Source: an optimization exercise on an open RTL-to-GDS flow (aim: small area, a short achievable clock period and few clock cycles). Production flows keep margins and buffers that such runs may drop. In this exercise RTL edits were held to simulation tests only and were not proved equivalent to the original. Power is estimated from default activity; no workload was simulated.

==> flow/design.v (outline; a module is shown in full before it is edited, if it fits) <==
// module alu_arbiter: 986 lines
module alu_arbiter #(
  parameter int MUL_LAT = 3
) (
  input  logic        clk,
  input  logic        reset,
  input  logic        i_reqA_valid,
  input  logic        i_reqB_valid,
  output logic        o_reqA_ready,
  output logic        o_reqB_ready,
  input  logic [31:0] i_reqA_op1,
  input  logic [31:0] i_reqA_op2,
  input  logic [31:0] i_reqB_op1,
  input  logic [31:0] i_reqB_op2,
  input  logic [3:0]  i_reqA_sel,
  input  logic [3:0]  i_reqB_sel,
  output logic        o_rsp_valid,
  input  logic        i_rsp_ready,
  output logic        o_rsp_id,
  output logic [31:0] o_rsp_data,
  output logic        o_rsp_zflag,
  output logic        o_busy
);
  // ...
==> flow/run.sh <==
#!/bin/bash
# synth_recipe.tcl (not shown) runs the flow's synth.tcl, then flattens the netlist and writes it again
# the make line also repeats each setting of config.mk as NAME=value (left out here)
make -C /OpenROAD-flow-scripts/flow DESIGN_CONFIG=/design/flow/config.mk WORK_HOME=/design/flow/orfs CLKGATE_MAP_FILE= SYNTH_SCRIPT=/design/flow/synth_recipe.tcl finish
==> flow/config.mk <==
export PLATFORM = sky130hd
export DESIGN_NAME = alu_arbiter
export DESIGN_NICKNAME = alu_arbiter
export VERILOG_FILES = /design/flow/design.v
export SDC_FILE = /design/flow/constraint.sdc
export NUM_CORES = 4
export LEC_CHECK = 0
export ABC_AREA = 1
export ABC_CLOCK_PERIOD_IN_PS = 4500
export CAP_MARGIN = 20
export CORE_MARGIN = 2
export CORE_UTILIZATION = 40
export SETUP_SLACK_MARGIN = 5.0
export SLEW_MARGIN = 20
==> flow/constraint.sdc <==
create_clock -name core_clock -period 9.5 [get_ports {clk}]
set_input_delay 1.9000 -clock core_clock [delete_from_list [all_inputs] [get_ports {clk}]]
set_output_delay 1.9000 -clock core_clock [all_outputs]
set_load 0.01 [all_outputs]
==> out/metrics.yaml, run 1 <==
outcome:
  status: "complete, no violations"
die:
  core_um2: 56700
  die_x_um: 244
  fp.dieH_um: 244
drt:
  routed.top_layer: "met4"
  vias: 20300
  ant_nets: 0
  wl_met1_um: 32100
place:
  placed_area_um2: 25400
  portBuffers: 178
setup_path:
  slowest_delay_ps: 490
  crit_chain: "buf_6, fa_2, nand3_2, nand2_2, a21boi_2, buf_4, o21ai_4, a21boi_2, buf_4, xor2_2, buf_2"
  crit_required_ps: 7600
  r2r_setup_slack_ps: 5100
  critPathMaxFanout: 3
  path_delay_family: "buffers and inverters"
  path_buf_inv: 4
cts:
  clockRootBuffer: "clkbuf_16"
  post-cts-setup-buffers: 56
grt:
  grt_util_met1_pct: 33.7
cells_and_area:
  area_growth_pct: 22.0
  clock_area_share_pct: 2.24
  reg.largest.list: "ay1: 32 flops, ma: 32 flops"
  dominant-cell-class: "multi-input gates"
sta:
  hold-worst-slack_ps: 428
  finalHoldViolCount: 0
synthesis:
  synth_edf_count: 181
  synth_seq_area_share_pct: 23.9
  syn-instance-count: 2685
  synth_ff_type: "edfxtp_1"
  ys_async_sr_fraction_pct: 1.63
pwr:
  powerClk_uw: 781
  power_mw: 11.5
Testbench counts, summed over its fixed seeds: cycles 2,416.
==> run 2, diff against run 1 <==
==> flow/flow/run.sh (new file) <==
#!/bin/bash
# Standard ORFS layout, except that the port buffers are buf_1 cells (which
# the resizer may upsize) instead of the default delay-buffer cell.
set -euo pipefail
bash standard.sh synth > log_synth.txt 2>&1
bash standard.sh BUFFER_PORTS_ARGS="-buffer_cell sky130_fd_sc_hd__buf_1" finish > log_layout.txt 2>&1
==> flow/standard.sh (new file) <==
#!/bin/bash
# synth_recipe.tcl (not shown) runs the flow's synth.tcl, then flattens the netlist and writes it again
# the make line also repeats each setting of config.mk as NAME=value (left out here)
make -C /OpenROAD-flow-scripts/flow DESIGN_CONFIG=/design/flow/config.mk WORK_HOME=/design/flow/orfs CLKGATE_MAP_FILE= SYNTH_SCRIPT=/design/flow/synth_recipe.tcl "${@:-finish}"
removed: flow/run.sh
==> run 2 against run 1 <==
  * Utilization is 2.1 points lower
  * Cell area is 4.3% lower
  * Wire length is 0.86% lower
  * Area after synthesis stayed put
  * Sequential cell count stayed put
  * First-iteration DRC count is 19% higher
  * Fmax is 1.3% higher
  * Global-route usage is 0.21 points lower
  * Setup slack better by 61 ps
  * Die area stayed put
  * Via count hardly changed
  * Clock skew is 4.8 ps higher
  * Critical endpoint is now r29_0
==> out/metrics.yaml, run 2 <==
die:
  core_um2: 56700  # unchanged
  die_x_um: 244  # unchanged
  rows: 87  # unchanged
  ios: 179  # unchanged
  start_util_pct: 40.6  # unchanged
  die_area_um2: 59600  # unchanged
  fp.dieH_um: 244  # unchanged
setup_path:
  slowest_delay_ps: 560  # was 490 ps
  end_kind: "flip-flop"  # was primary output
  critical_path_arrival_ps: 4740  # was 2680 ps
  start_kind: "flip-flop"  # unchanged
  slowest_stage: "fa_1"  # was edfxtp_1
  crit_required_ps: 9720  # was 7600 ps
  path_common_cell: "fa_1"
  critPathMaxFanout: 5  # was 3
  worstSetupPathType: "flip-flop to flip-flop"  # was flip-flop to primary output
  crit_chain: "clkinvlp_4, buf_4, o22ai_1, xor2_1, ha_2, inv_1, fa_1, inv_1, fa_1, fa_1, inv_1, fa_1, inv_1, fa_1, or2_2"  # was buf_6, fa_2, nand3_2, nand2_2, a21boi_2, buf_4, o21ai_4, a21boi_2, buf_4, xor2_2, buf_2
sta:
  tightest_slew_ps: 995  # was 1120 ps
  drv_slew: 0  # unchanged
  fin_setup_tns_ps: 0  # unchanged
  max_freq_mhz: 221  # was 218 MHz
  setup_viol_count_final: 0  # unchanged
  layout_min_cycle_time_ps: 4520  # was 4580 ps
  relSlewSlack_pct: 33.7  # was 25.3%
  rsz0062_at_grt: "true"  # unchanged
  finalCritPeriodShare_pct: 47.6  # was 48.2%
  clock_skew_ps: 21.2  # was 16.4 ps
  worst_slack_ps: 4980  # was 4920 ps
  hold-worst-slack_ps: 430  # was 428 ps
  finalHoldViolCount: 0  # unchanged
drt:
  vias: 20300  # about the same
  vias_per_cell: 5.53  # was 5.51
  ant_nets: 0  # unchanged
  firstDrtPassIters: 7  # was 6
  finalWirelength_um: 80900  # was 81600 um
  drt-wirelength-per-cell_um: 22.0  # was 22.1 um
  drc: 0  # unchanged
  dr.first_iter.drc_count: 2366  # was 1987
grt:
  use_met2_pct: 42.0  # was 44.1%
  grt_overflow: 0  # unchanged
  grt_max_degree: 180  # was 79
  grt_pass1_vias: 20000  # about the same
  grt_util_met1_pct: 34.0  # was 33.7%
  grt_pass1_wl_um: 121000  # was 120000 um
  antenna_found_initial: 1  # was 3
  met3_usage_pct: 6.68  # was 5.13%
  grt_busiest_layer: "met2"  # unchanged
  grtUsageTotal_pct: 26.5  # was 26.7%
run:
  drv_cap: 0  # unchanged
synthesis:
  ys_async_sr_fraction_pct: 1.63  # unchanged
  ys_types: 52  # unchanged
  synth_ff_type: "edfxtp_1"  # unchanged
  synth_top_area_share_pct: 23.6  # unchanged
  netlist_area_um2: 23100  # unchanged
  syn-instance-count: 2685  # unchanged
  synth_top_area_cell: "edfxtp_1"  # unchanged
  synth_seq_area_share_pct: 23.9  # unchanged
  synth-seq-cells: 184  # unchanged
  synthTopCellsByCount: "470 x inv_1, 331 x nand2_1, 290 x xor2_1"  # unchanged
  synth_fp_nets: 3207  # unchanged
  syn_area_per_cell_um2: 8.59  # unchanged
  synth_edf_count: 181  # unchanged
  synth_area_leaders: "edfxtp_1 24%, fa_1 17%, xor2_1 11%, ha_1 10%, inv_1 7.7%"  # unchanged
  yosysMostFrequentCell: "inv_1"  # unchanged
  yosysWarnings: 1  # unchanged
cells_and_area:
  drive_gt1_share_pct: 16.1  # was 16.9%
  instances_no_fill: 3671  # was 3685
  area_growth_pct: 16.8  # was 22.0%
  antenna_cells: 0  # unchanged
  layout_common_cells: "434 x inv_1, 318 x nand2_1, 286 x xor2_1"  # was 436 x inv_1, 316 x nand2_1, 283 x xor2_1
  layout_commonest_cell: "inv_1"  # unchanged
  fin_nets: 3424  # was 3439
  fillers: 5400  # was 5286
  reg.largest.list: "ay1: 32 flops, ma: 32 flops"  # unchanged
place:
  globalplace.congestion: 0.981  # was 0.905
  pre_cts_ws_ps: 3860  # was 3070 ps
  dpl.cell_count: 3509  # was 3517
  portBuffers: 178  # unchanged
  hpwl_um: 56300  # was 57500 um
outcome:
  status: "complete, no violations"  # unchanged
pwr:
  power_density_nw_per_um2: 430  # was 410 nW/um^2
  ir_drop_v: 0.000340  # was 0.000322 V
  p_leak_nw: 12.4  # was 12.9 nW
cts:
  clockBufferDepth: 2  # unchanged
  holdBufCountCts: 0  # unchanged
  clockRootBuffer: "clkbuf_16"  # unchanged
  clk_pin_slew_ps: 90  # was 80 ps
  cts_tree: "yes"  # unchanged
  cts_max_level: 4  # unchanged
  clock_sinks: 184  # unchanged
  clock_latency_ps: 490  # was 480 ps
  numCtsBuffers: 17  # unchanged
worst_hold_path:
  hp-class: "flip-flop to flip-flop"  # unchanged
[run 2: cell counts after synthesis]
No cell type changed its count.
[run 2: repair_timing]
action                                  in CTS  in global routing
endpoints found under the setup margin     111                 36
resized for setup                          124                114
gates cloned                                14                  5
pin swaps                                   19                 39
setup buffers                               51                 60
[run 2: per-layer routing]
metal	part of all wire [%]	vias to the layer above	routed length, um
li1	-	9142	-
met3	10	270	8310
met2	45	1241	36300
met4	5.5	0	4420
met5	0	-	0
met1	39	9635	31900
[run 2: kinds of logic (layout without fill, tap and decap cells)]
| family | count (synthesis) | after routing | share of synthesized area, % |
|---|---|---|---|
| AOI/OAI and AO/OA | 508 | 508 | 13.8 |
| DFF | 184 | 184 | 23.9 |
| xor gates and xnor gates | 308 | 308 | 11.7 |
| adders and majority gates | 381 | 381 | 27.1 |
| and+or+nand+nor | 645 | 645 | 12.2 |
| buffers and inverters | 659 | 889 | 11.3 |
[run 2: worst paths after layout]
check / end / from / slack, ps / cells after the start
worst max-delay path: r29_0 / bo[3] / 4980 / 15
worst min-delay path: id2 / id1 / 430 / 0
worst max register to register: r29_0 / bo[3] / 4980 / 15
worst min register to register: id2 / id1 / 430 / 0
max in group asynchronous: last_b / reset / 7960 / 2
min in group asynchronous: v2 / reset / 1310 / 2
[run 2: final cells by class]
cell class	count	area (um^2)	share of cell area, %
repair buffers	321	2100	7.80
inverters	523	2150	7.98
multi-input cells	1842	15500	57.6
flip-flops and latches	184	5510	20.5
repair inverters	13	85.1	0.316
well taps	756	946	3.51
clock inverters	15	200	0.744
clock buffers	17	425	1.58
[run 2: worst max-delay path: cells and delay by family (launching register included)]
kind	cells	cell delay, ps
AO/OA/AOI/OAI	1	200
AND/OR/NAND/NOR	1	330
XOR/XNOR	1	110
flip-flops	1	470
adder cells (fa/ha/maj)	6	2400
buffers and inverters	6	750
[run 2: power breakdown]
part	leakage [nW]	switching, mW	internal (mW)
registers	1.97	0.223	1.62
logic	10.1	5.33	3.65
clock network	0.302	0.401	0.361
[run 2: metrics by stage]
step / total power [mW] / utilization, % / cell area, um^2
2_1_floorplan: 7.28 / - / 23100
3_3_place_gp: 9.75 / 42.8 / 24300
3_5_place_dp: 10.0 / 42.8 / 24300
4_1_cts: 11.2 / 45.8 / 26000
5_1_grt: 12.7 / 47.5 / 26900
6_report: 11.6 / 47.5 / 26900
==> run 3, diff against run 2 <==
==> flow/flow/run.sh (replaced) <==
#!/bin/bash
# Standard ORFS layout, except that the port buffers are buf_1 cells (which
# the resizer may upsize) instead of the default delay-buffer cell.
set -euo pipefail
bash standard.sh synth > log_synth.txt 2>&1
bash standard.sh SETUP_SLACK_MARGIN=5.3 BUFFER_PORTS_ARGS="-buffer_cell sky130_fd_sc_hd__buf_1" finish > log_layout.txt 2>&1
--- a/flow/config.mk
+++ b/flow/config.mk
@@ -7,5 +7,5 @@
 export LEC_CHECK = 0
 export ABC_AREA = 1
-export ABC_CLOCK_PERIOD_IN_PS = 4500
+export ABC_CLOCK_PERIOD_IN_PS = 4300
 export CAP_MARGIN = 20
 export CORE_MARGIN = 2
==> run 3 against run 2 <==
  * Utilization increased by 2.1 points
  * Final cell count up 1.6%
  * Cell area rose by 4.3%
  * Sequential cell count is the same
  * Global-route usage increased by 0.73 points
  * Fmax decreased by 0.87%
  * Synthesized cell count stayed put
  * Sequential power is essentially flat
  * Clock skew fell by 2.5 ps
  * Power rose by 3.0%
  * Combinational power rose by 3.8%
  * Die area did not move
  * Critical path type is now flip-flop to primary output
==> out/metrics.yaml, run 3 <==
cts:
  cts_tree: "yes"  # unchanged
  clockBufferDepth: 2  # unchanged
  clk_pin_slew_ps: 80  # was 90 ps
  clock_latency_ps: 490  # about the same
  clockRootBuffer: "clkbuf_16"  # unchanged
  clock_sinks: 184  # unchanged
  numCtsBuffers: 17  # unchanged
  cts_max_level: 4  # unchanged
sta:
  finalCritPeriodShare_pct: 48.0  # was 47.6%
  tightest_slew_ps: 1050  # was 995 ps
  setup_viol_count_final: 0  # unchanged
  relSlewSlack_pct: 29.8  # was 33.7%
  fin_setup_tns_ps: 0  # unchanged
  max_freq_mhz: 219  # was 221 MHz
  layout_min_cycle_time_ps: 4560  # was 4520 ps
  drv_slew: 0  # unchanged
  clock_skew_ps: 18.7  # was 21.2 ps
  finalHoldViolCount: 0  # unchanged
  rsz0062_at_grt: "true"  # unchanged
grt:
  grt_pass1_vias: 20700  # was 20000
  grt_max_degree: 182  # was 180
  grtUsageTotal_pct: 27.3  # was 26.5%
  grt_overflow: 0  # unchanged
  grt_pass1_wl_um: 123000  # was 121000 um
  antenna_found_initial: 4  # was 1
place:
  hpwl_um: 56700  # was 56300 um
  dpl.cell_count: 3509  # unchanged
  globalplace.congestion: 0.947  # was 0.981
  portBuffers: 178  # unchanged
  placed_area_um2: 24300  # about the same
drt:
  ant_nets: 0  # unchanged
  vias_per_cell: 5.53  # about the same
  dr.first_iter.drc_count: 2095  # was 2366
  vias: 20600  # was 20300
  drt-wirelength-per-cell_um: 22.1  # was 22.0 um
  drc: 0  # unchanged
  firstDrtPassIters: 6  # was 7
  finalWirelength_um: 82500  # was 80900 um
synthesis:
  synth_top_area_share_pct: 23.6  # unchanged
  synth_compound_area_share_pct: 13.8  # unchanged
  syn_area_per_cell_um2: 8.59  # unchanged
  synth_edf_count: 181  # unchanged
  synthTopCellsByCount: "470 x inv_1, 331 x nand2_1, 290 x xor2_1"  # unchanged
  synth_top_area_cell: "edfxtp_1"  # unchanged
  yosys.area_share.simple_pct: 12.2  # unchanged
  synth_top_family_by_area: "adder cells"  # unchanged
  yosysMostFrequentCell: "inv_1"  # unchanged
  netlist_area_um2: 23100  # unchanged
  synth_seq_area_share_pct: 23.9  # unchanged
  synthMuxAreaShare_pct: 0  # unchanged
  synth_area_leaders: "edfxtp_1 24%, fa_1 17%, xor2_1 11%, ha_1 10%, inv_1 7.7%"  # unchanged
  synth-seq-cells: 184  # unchanged
  synthAdderAreaFrac_pct: 27.1  # unchanged
  synth_fp_nets: 3207  # unchanged
  syn-instance-count: 2685  # unchanged
  yosysWarnings: 1  # unchanged
  ys_types: 52  # unchanged
  synthXorXnorAreaFrac_pct: 11.7  # unchanged
  synth_ff_type: "edfxtp_1"  # unchanged
  ys_async_sr_fraction_pct: 1.63  # unchanged
setup_path:
  path_delay_family: "compound AO/OA/AOI/OAI gates"  # was adder cells
  critPathMaxFanout: 3  # was 5
  slowest_delay_ps: 470  # was 560 ps
  slowest_stage: "edfxtp_1"  # was fa_1
  end_kind: "primary output"  # was flip-flop
  crit_required_ps: 7600  # was 9720 ps
  crit_chain: "buf_4, buf_6, ha_2, a21oi_4, o21ai_4, buf_6, a21boi_4, o21ai_4, a21boi_2, o21ai_0, nand2_1, nand2_1, buf_1"  # was clkinvlp_4, buf_4, o22ai_1, xor2_1, ha_2, inv_1, fa_1, inv_1, fa_1, fa_1, inv_1, fa_1, inv_1, fa_1, or2_2
  path_buf_inv: 4  # was 6
  worstSetupPathType: "flip-flop to primary output"  # was flip-flop to flip-flop
  start_kind: "flip-flop"  # unchanged
  critical_path_arrival_ps: 2660  # was 4740 ps
pwr:
  ir_drop_v: 0.000376  # was 0.000340 V
  power_mw: 11.9  # was 11.6 mW
  power_density_nw_per_um2: 425  # was 430 nW/um^2
  p_leak_nw: 12.7  # was 12.4 nW
die:
  rows: 87  # unchanged
  fp.dieH_um: 244  # unchanged
  core_um2: 56700  # unchanged
  die_x_um: 244  # unchanged
  die_area_um2: 59600  # unchanged
  ios: 179  # unchanged
  start_util_pct: 40.6  # unchanged
worst_hold_path:
  hp-class: "flip-flop to flip-flop"  # unchanged
cells_and_area:
  seqCellArea_um2: 5510  # unchanged
  reg.largest.list: "ay1: 32 flops, ma: 32 flops"  # unchanged
  layout_common_cells: "409 x inv_1, 313 x nand2_1, 269 x xor2_1"  # was 434 x inv_1, 318 x nand2_1, 286 x xor2_1
  multi_input_area_um2: 16200  # was 15500 um^2
  layout_commonest_cell: "inv_1"  # unchanged
  area_growth_pct: 21.8  # was 16.8%
  fin_area_um2: 28100  # was 26900 um^2
  fin_nets: 3482  # was 3424
  antenna_cells: 0  # unchanged
  instances_no_fill: 3728  # was 3671
  fillers: 5282  # was 5400
  drive_gt1_share_pct: 22.0  # was 16.1%
run:
  drv_cap: 0  # unchanged
outcome:
  status: "complete, no violations"  # unchanged
## run 3: kinds of logic after synthesis
group	after synthesis
compound gates	508
flops	184
buf+inv	659
xor+xnor	308
fa+ha+maj	381
simple gates	645
## run 3: power by group
part           switching (mW)  internal [mW]  leakage [nW]  total, mW
sequential              0.235           1.63          1.97       1.86
combinational            5.31           4.01          10.5       9.32
clock                   0.373          0.377         0.292      0.750
total                    5.92           6.02          12.7       11.9
## run 3: layout make-up
class	instances	area share (%)
clock buffers	17	1.51
well taps	756	3.37
flip-flops and latches	184	19.6
repair buffers	377	9.22
clock inverters	14	0.633
inverters	523	7.77
multi-input cells	1845	57.5
repair inverters	12	0.339
## run 3: final timing paths
| path | start | endpoint | slack [ps] | cells after the start |
|---|---|---|---|---|
| max in group asynchronous | reset | last_b | 7960 | 2 |
| max reg2reg | bo[3] | r28_1 | 5180 | 15 |
| min | id1 | id2 | 420 | 0 |
| min reg2reg | id1 | id2 | 420 | 0 |
| min in group asynchronous | reset | v1 | 1330 | 2 |
| max | r1_1 | o_rsp_data[20] | 4940 | 13 |
## run 3: layer usage
layer | global-route usage (%) | part of all wire, % | vias up
met3 | 6.39 | 9.6 | 303
met2 | 44.5 | 46 | 1174
li1 | - | - | 9248
met5 | 0 | 0.0048 | -
met1 | 33.7 | 39 | 9902
met4 | 13.8 | 5.8 | 2
## run 3: repair_timing
| action | in CTS | in global routing |
|---|---|---|
| pin swaps | 75 | 86 |
| endpoints found under the hold margin | 0 | 0 |
| gates cloned | 16 | 4 |
| buffers inserted | 125 | 43 |
| hold buffers | 0 | 0 |
| setup endpoints to repair | 160 | 58 |
| resized for setup | 297 | 134 |
## run 3: worst reg2reg max path, cell delays in order, from the launching register on
cell and delay [ps]:
edfxtp_1 450, clkinvlp_4 230, buf_4 190, buf_6 110
o22ai_2 170, xor2_1 90, ha_1 290, inv_1 60
fa_1 590, inv_2 50, fa_1 460, fa_2 360
inv_1 70, fa_1 400, inv_1 80, fa_2 440
## run 3: stage by stage
stage / util (%) / setup WS (ps) / hold slack, ps
after floorplan: - / 2610 / 400
after global placement: 42.8 / 3980 / 406
after detailed placement: 42.8 / 3930 / 406
after CTS: 47.9 / 4940 / 425
after global routing: 49.5 / 4790 / 435
final: 49.5 / 4940 / 423

-- what the ideal ports hide --
How much do the figures lean on ideal ports? The routed layouts below were timed once more, with nothing changed but the port constraints.
Step 1 sets driving cells, clkbuf_16 on the clock port and buf_2 on the other inputs (assumed; they add their load-dependent delay and slew).
Step 2 adds t to the input delays and takes it off the output delays; t is the mean of the earliest and latest rising clock arrival at the registers after step 1. Input paths then give back, and output paths get back, about the clock's delay inside the block.
a / b / c = ideal ports / drivers / drivers and shift; a / b = the first two.
run | t, ns | setup WS [ns] | hold slack, ns
run 1 | 0.532 | 4.920 / 4.863 / 4.746 | 0.428 / 0.428 / 0.428
run 2 | 0.544 | 4.981 / 4.944 / 4.900 | 0.430 / 0.430 / 0.430
run 3 | 0.539 | 4.942 / 4.879 / 4.937 | 0.423 / 0.423 / 0.423
After both steps setup and hold are still met in every run listed. For run 1, which loses most, drivers alone change the setup slack by -0.057 ns; drivers and shift together by -0.174 ns.
